Background: an optimization exercise with open tools, aiming at small area, a short achievable clock period and few clock cycles. Do not read the settings as production practice.
In this exercise RTL edits were held to simulation tests only and were not proved equivalent to the original.
Power figures rest on the tool's default switching activity, not on a simulated workload.

==> pepper <==
// mips_core
module mips_core #(
    parameter logic [31:0] RESET_PC = 32'h0000_0000
) (
    input  logic        clk,
    input  logic        rst_n,
    output logic [31:0] imem_addr,
    input  logic [31:0] imem_data,
    output logic        wb_cyc,
    output logic        wb_stb,
    output logic        wb_we,
    output logic [31:0] wb_adr,
    output logic [31:0] wb_dat_w,
    input  logic [31:0] wb_dat_r,
    input  logic        wb_ack,
    output logic        rf_we,
    output logic [4:0]  rf_waddr,
    output logic [31:0] rf_wdata
);
    logic [29:0] pc;                  
    logic        d_valid;
    logic [31:0] d_instr;
    logic [31:1] d_rs_oh, d_rt_oh;    
    logic [29:0] d_pc;
    logic        d_pred;              
    logic        e_wr;                
    logic        e_ld;                
    logic        e_mem;               
    logic        e_st;                
    logic        e_br;                
    logic        e_bne;
    logic        e_pred;
    logic        e_k0;                
    logic        e_k1;                
    logic        e_sub, e_and, e_or, e_slt;
    logic        e_fwda, e_fwdb, e_fwds;      
    logic        e_wfwda, e_wfwdb, e_wfwds;   
    logic [4:0]  e_dest;
    logic [31:0] e_a, e_b, e_sd;
    logic [29:0] e_alt;               
    logic        m_wr;
    logic        m_ld;
    logic [4:0]  m_dest;
    logic [31:0] m_result;
    logic        b_cyc;
    logic        b_we;
    logic [31:0] b_adr;
    logic [31:0] b_dat;
    logic        w_we;
    logic [4:0]  w_dest;
    logic [31:0] w_data;
    logic        hold;                
    logic        load_use;            
    logic        kill_id;             
    logic        redir;               
    assign hold = !wb_ack && (m_ld || (e_mem && b_cyc));
    logic [5:0]  f_op;
    logic        f_bwd;
    logic [16:0] f_lo;
    logic [13:0] f_hi_m1;
    logic [29:0] f_tgt;
    logic [29:0] pc_inc;
    logic        if_adv;
    logic [31:0] f_rs_oh, f_rt_oh;
    assign imem_addr = {pc, 2'b00};
    assign pc_inc    = pc + 30'd1;
    assign f_op    = imem_data[31:26];
  ...
export LEC_CHECK = 0
export CAP_MARGIN = 20
export CORE_MARGIN = 2
export CORE_UTILIZATION = 45
export PLACE_DENSITY = 0.6
export SETUP_SLACK_MARGIN = 5
export SLEW_MARGIN = 20
create_clock -name core_clock -period 9.0 [get_ports {clk}]
standard.sh (not shown) runs the stock make flow with config.mk's settings and CLKGATE_MAP_FILE= SYNTH_SCRIPT=/design/flow/synth_recipe.tcl, a recipe that flattens the netlist after the stock synthesis.
==> flow/flow/run.sh <==
#!/bin/bash
set -euo pipefail
MARGIN=${MARGIN:-5.5}
bash standard.sh SETUP_SLACK_MARGIN=$MARGIN finish > standard.log 2>&1
==> inputs of xenon, as changes to pepper <==
==> flow/design.v (replaced) <==
module register_file (
    input  logic        clk,
    input  logic        rst_n,
    input  logic [4:0]  rs,
    input  logic [4:0]  rt,
    input  logic        we,       
    input  logic [4:0]  waddr,
    input  logic [31:0] wdata,
    output logic [31:0] rs_data,
    output logic [31:0] rt_data
);
    logic [31:0] regs [1:31];
    logic [31:1] vld;
    always_ff @(posedge clk) begin
        if (we) regs[waddr] <= wdata;
    end
    always_ff @(posedge clk or negedge rst_n) begin
        if (!rst_n)
            vld <= '0;
        else if (we)
            vld[waddr] <= 1'b1;
    end
    assign rs_data = (rs != 5'd0 && vld[rs]) ? regs[rs] : 32'd0;
    assign rt_data = (rt != 5'd0 && vld[rt]) ? regs[rt] : 32'd0;
endmodule
module mips_core #(
    parameter logic [31:0] RESET_PC = 32'h0000_0000
) (
    input  logic        clk,
    input  logic        rst_n,
    output logic [31:0] imem_addr,
    input  logic [31:0] imem_data,
    output logic        wb_cyc,
    output logic        wb_stb,
    output logic        wb_we,
    output logic [31:0] wb_adr,
    output logic [31:0] wb_dat_w,
    input  logic [31:0] wb_dat_r,
    input  logic        wb_ack,
    output logic        rf_we,
    output logic [4:0]  rf_waddr,
    output logic [31:0] rf_wdata
);
    logic [29:0] pc;                  
    logic        d_valid;
    logic [31:0] d_instr;
    logic [29:0] d_pc;
    logic        d_pred;              
    logic        e_wr;                
    logic        e_ld;                
    logic        e_mem;               
    logic        e_st;                
    logic        e_br;                
    logic        e_bne;
    logic        e_pred;
    logic        e_k0;                
    logic        e_k1;                
    logic        e_sub, e_and, e_or, e_slt;
    logic        e_fwda, e_fwdb, e_fwds;
    logic [4:0]  e_dest;
    logic [31:0] e_a, e_b, e_sd;
    logic [29:0] e_alt;               
    logic        m_wr;
    logic        m_ld;
    logic [4:0]  m_dest;
    logic [31:0] m_result;
    logic        b_cyc;
    logic        b_we;
    logic [31:0] b_adr;
    logic [31:0] b_dat;
    logic        w_we;
    logic [4:0]  w_dest;
    logic [31:0] w_data;
    logic        ex_hold;             
    logic        mem_hold;            
    logic        load_use;            
    logic        kill_id;             
    logic        redir;               
    assign mem_hold = m_ld && !wb_ack;
    assign ex_hold  = !wb_ack && (m_ld || (e_mem && b_cyc));
    logic [5:0]  f_op;
    logic        f_bwd;
    logic [16:0] f_lo;
    logic [13:0] f_hi_m1;
    logic [29:0] f_tgt;
    logic [29:0] pc_inc;
    logic        if_adv;
    assign imem_addr = {pc, 2'b00};
    assign pc_inc    = pc + 30'd1;
    assign f_op    = imem_data[31:26];
    assign f_bwd   = (f_op[5:1] == 5'b00010) && imem_data[15];
    assign f_lo    = {1'b0, pc[15:0]} + {1'b0, imem_data[15:0]} + 17'd1;
    assign f_hi_m1 = pc[29:16] - 14'd1;
    assign f_tgt   = {f_lo[16] ? pc[29:16] : f_hi_m1, f_lo[15:0]};
    assign if_adv = !ex_hold && !load_use;
    always_ff @(posedge clk or negedge rst_n) begin
        if (!rst_n) begin
            pc      <= RESET_PC[31:2];
            d_valid <= 1'b0;
        end else if (redir) begin
            pc      <= e_alt;
            d_valid <= 1'b0;
        end else if (if_adv) begin
            pc      <= f_bwd ? f_tgt : pc_inc;
            d_valid <= 1'b1;
        end
    end
    always_ff @(posedge clk) begin
        if (if_adv) begin
            d_instr <= imem_data;
            d_pc    <= pc;
            d_pred  <= f_bwd;
        end
    end
    logic [5:0]  op, fn;
    logic [4:0]  rs, rt, rd, dest;
    logic        is_r, is_addi, is_lw, is_sw, is_br;
    logic        wr_nz, use_rs, use_rt, alu_src;
    logic [31:0] imm;
    logic [31:0] rf_a, rf_b, id_a, id_rt;
    logic        m_hit_a, m_hit_b;
    logic [31:0] m_val;
    logic        id_go;
    assign op  = d_instr[31:26];
    assign fn  = d_instr[5:0];
    assign rs  = d_instr[25:21];
    assign rt  = d_instr[20:16];
    assign rd  = d_instr[15:11];
    assign imm = {{16{d_instr[15]}}, d_instr[15:0]};
    assign is_r    = (op == 6'h00) && (fn == 6'h20 || fn == 6'h22 || fn == 6'h24
                                    || fn == 6'h25 || fn == 6'h2a);
    assign is_addi = (op == 6'h08);
    assign is_lw   = (op == 6'h23);
    assign is_sw   = (op == 6'h2b);
    assign is_br   = (op[5:1] == 5'b00010);
    assign alu_src = is_addi || is_lw || is_sw;
    assign dest    = is_r ? rd : rt;
    assign wr_nz   = (is_r || is_addi || is_lw) && (dest != 5'd0);
    assign use_rs  = is_r || alu_src || is_br;
    assign use_rt  = is_r || is_sw || is_br;
    register_file u_rf (
        .clk (clk), .rst_n (rst_n),
        .rs (rs), .rt (rt),
        .we (!mem_hold && m_wr), .waddr (m_dest), .wdata (m_val),
        .rs_data (rf_a), .rt_data (rf_b)
    );
    assign m_val   = m_ld ? wb_dat_r : m_result;
    assign m_hit_a = m_wr && (m_dest == rs);
    assign m_hit_b = m_wr && (m_dest == rt);
    assign id_a    = m_hit_a ? m_val : rf_a;
    assign id_rt   = m_hit_b ? m_val : rf_b;
    assign load_use = d_valid && e_ld && ((use_rs && rs == e_dest) || (use_rt && rt == e_dest));
    assign id_go = d_valid && !load_use && !kill_id;
    logic [31:0] opa, opb, sd, opb_x, sum, res;
    logic        lt, eq, taken;
    logic        e_ex_a_fwd, e_ex_b_fwd;
    assign opa   = e_fwda ? m_result : e_a;
    assign opb   = e_fwdb ? m_result : e_b;
    assign sd    = e_fwds ? m_result : e_sd;
    assign opb_x = opb ^ {32{e_sub}};
    assign sum   = opa + opb_x + {31'd0, e_sub};
    assign lt    = (opa[31] ^ opb[31]) ? opa[31] : sum[31];
    assign res   = e_and ? (opa & opb) :
                   e_or  ? (opa | opb) :
                   e_slt ? {31'd0, lt} : sum;
    assign eq    = (opa == opb);
    assign taken = e_bne ? !eq : eq;
    always_comb begin
        kill_id = 1'b0;
        redir   = 1'b0;
        if (e_br && !ex_hold) begin
            if (taken && !e_pred) begin
                if (!e_k0) begin
                    kill_id = 1'b1;
                    redir   = !(e_k1 && !d_pred);   
                end
            end else if (!taken && e_pred) begin
                kill_id = 1'b1;
                redir   = 1'b1;
            end
        end
    end
    always_ff @(posedge clk or negedge rst_n) begin
        if (!rst_n) begin
            e_wr  <= 1'b0;
            e_ld  <= 1'b0;
            e_mem <= 1'b0;
            e_br  <= 1'b0;
        end else if (!ex_hold) begin
            e_wr  <= id_go && wr_nz;
            e_ld  <= id_go && is_lw && (rt != 5'd0);
            e_mem <= id_go && (is_lw || is_sw);
            e_br  <= id_go && is_br;
        end
    end
    always_ff @(posedge clk) begin
        if (!ex_hold) begin
            e_st   <= is_sw;
            e_bne  <= op[0];
            e_pred <= d_pred;
            e_k0   <= (d_instr[15:0] == 16'd0);
            e_k1   <= (d_instr[15:0] == 16'd1);
            e_sub  <= is_r && (fn == 6'h22 || fn == 6'h2a);
            e_and  <= is_r && (fn == 6'h24);
            e_or   <= is_r && (fn == 6'h25);
            e_slt  <= is_r && (fn == 6'h2a);
            e_dest <= dest;
            e_alt  <= d_pc + 30'd1 + (d_pred ? 30'd0 : imm[29:0]);
            e_fwda <= e_wr && !e_ld && (e_dest == rs);
            e_fwdb <= e_wr && !e_ld && (e_dest == rt) && !alu_src;
            e_fwds <= e_wr && !e_ld && (e_dest == rt);
            e_a    <= id_a;
            e_b    <= alu_src ? imm : id_rt;
            e_sd   <= id_rt;
        end else begin
            e_fwda <= 1'b0;
            e_fwdb <= 1'b0;
            e_fwds <= 1'b0;
            e_a    <= opa;
            e_b    <= opb;
            e_sd   <= sd;
        end
    end
    logic push;
    assign push = !ex_hold && e_mem;
    always_ff @(posedge clk or negedge rst_n) begin
        if (!rst_n) begin
            m_wr  <= 1'b0;
            m_ld  <= 1'b0;
            b_cyc <= 1'b0;
        end else begin
            if (!mem_hold) begin
                m_wr <= !ex_hold && e_wr;
                m_ld <= !ex_hold && e_ld;
            end
            if (push)
                b_cyc <= 1'b1;
            else if (wb_ack)
                b_cyc <= 1'b0;
        end
    end
    always_ff @(posedge clk) begin
        if (!ex_hold) begin
            m_dest   <= e_dest;
            m_result <= res;
        end
        if (push) begin
            b_we  <= e_st;
            b_adr <= sum;
            b_dat <= sd;
        end
    end
    assign wb_cyc   = b_cyc;
    assign wb_stb   = b_cyc;
    assign wb_we    = b_we;
    assign wb_adr   = b_adr;
    assign wb_dat_w = b_dat;
    always_ff @(posedge clk or negedge rst_n) begin
        if (!rst_n)
            w_we <= 1'b0;
        else
            w_we <= !mem_hold && m_wr;
    end
    always_ff @(posedge clk) begin
        if (!mem_hold && m_wr) begin
            w_dest <= m_dest;
            w_data <= m_val;
        end
    end
    assign rf_we    = w_we;
    assign rf_waddr = w_dest;
    assign rf_wdata = w_data;
endmodule
==> flow/run.sh (new file) <==
#!/bin/bash
# synth_recipe.tcl (not shown) runs the flow's synth.tcl, then flattens the netlist and writes it again
# the make line also repeats each setting of config.mk as NAME=value (left out here)
make -C /OpenROAD-flow-scripts/flow DESIGN_CONFIG=/design/flow/config.mk WORK_HOME=/design/flow/orfs CLKGATE_MAP_FILE= SYNTH_SCRIPT=/design/flow/synth_recipe.tcl finish
- SETUP_SLACK_MARGIN: 5 -> not set
removed: flow/flow/run.sh
removed: flow/standard.sh
==> summary.txt <==
Power
The relative contribution of the clock network to total power is 0.378. The relative contribution of combinational cells to total power is 0.158.

Floorplan
The number of tap cells added at floorplan is 2,044. The die width is 397 µm.

Route
The DRC marker count from the first detailed-route iteration is 4,548.

Global routing
For met1 alone, demand over resource in global routing was 0.366.

Setup path
The category of the critical setup timing path is primary input to flip-flop.

Yosys
Measured against the total synthesized area, the mux share comes to 0.232.

Outcome
The run finished with no timing, DRC or antenna violations.

Final layout
Counting plain and timing-repair buffers in the layout gives 279.
the above is filed under xenon

==> summary.txt <==
Setup path
The critical path is of the flip-flop to flip-flop type.

Yosys
After synthesis, the largest family of logic cells by area is compound AO/OA/AOI/OAI gates. The most used standard cell by instance count after synthesis is edfxtp_1. The multiplexer fraction of the synthesized cell area is 0.0244.

Outcome
The run finished with no timing, DRC or antenna violations.

Final layout
The core utilization of the finished layout is 0.536. The layout has 461 buffers outside the clock class.

Power
The share of total power dissipated in the clock network is 0.373. Of the total power, combinational logic draws 0.146.

Floorplan
For this floorplan the total number of well-tap instances is 1,930. The die width is 390 µm.

Route
For this block, the initial DRC count from the detailed router was 10,736.

Global routing
The met1 capacity usage during global routing is 0.454.
the above is filed under pepper

Testbench counts of pepper, summed over its fixed seeds: cycles 6,079.
Testbench counts of xenon, summed over its fixed seeds: cycles 6,079.

-- afterwards: timing with drivers on the ports --
The flow's constraints put no driver on any port. The routed layouts listed below were extracted and timed again, unchanged, in two steps. Step 1 sets driving cells, clkbuf_16 on the clock port and buf_2 on the other inputs (assumed; they add their load-dependent delay and slew). Step 2 adds t to the input delays and takes it off the output delays; t is the mean of the earliest and latest rising clock arrival at the registers after step 1. Input paths then give back, and output paths get back, about the clock's delay inside the block. Three values: ideal ports, drivers, drivers and shift; two values: the first two.
run	t, ns	setup slack, ns	clock arrival spread, ns	worst register clock-pin slew, ns	pins driven straight from the clock port
pepper	0.883	4.911 / 4.911 / 4.332	0.039 / 0.039	0.07 / 0.07	1
xenon	0.879	3.759 / 3.775 / 2.896	0.048 / 0.048	0.06 / 0.06	1
After both steps every run listed still meets setup and hold. The setup slack of xenon, which loses most, moves by +0.016 ns with the drivers and by -0.863 ns with both steps.
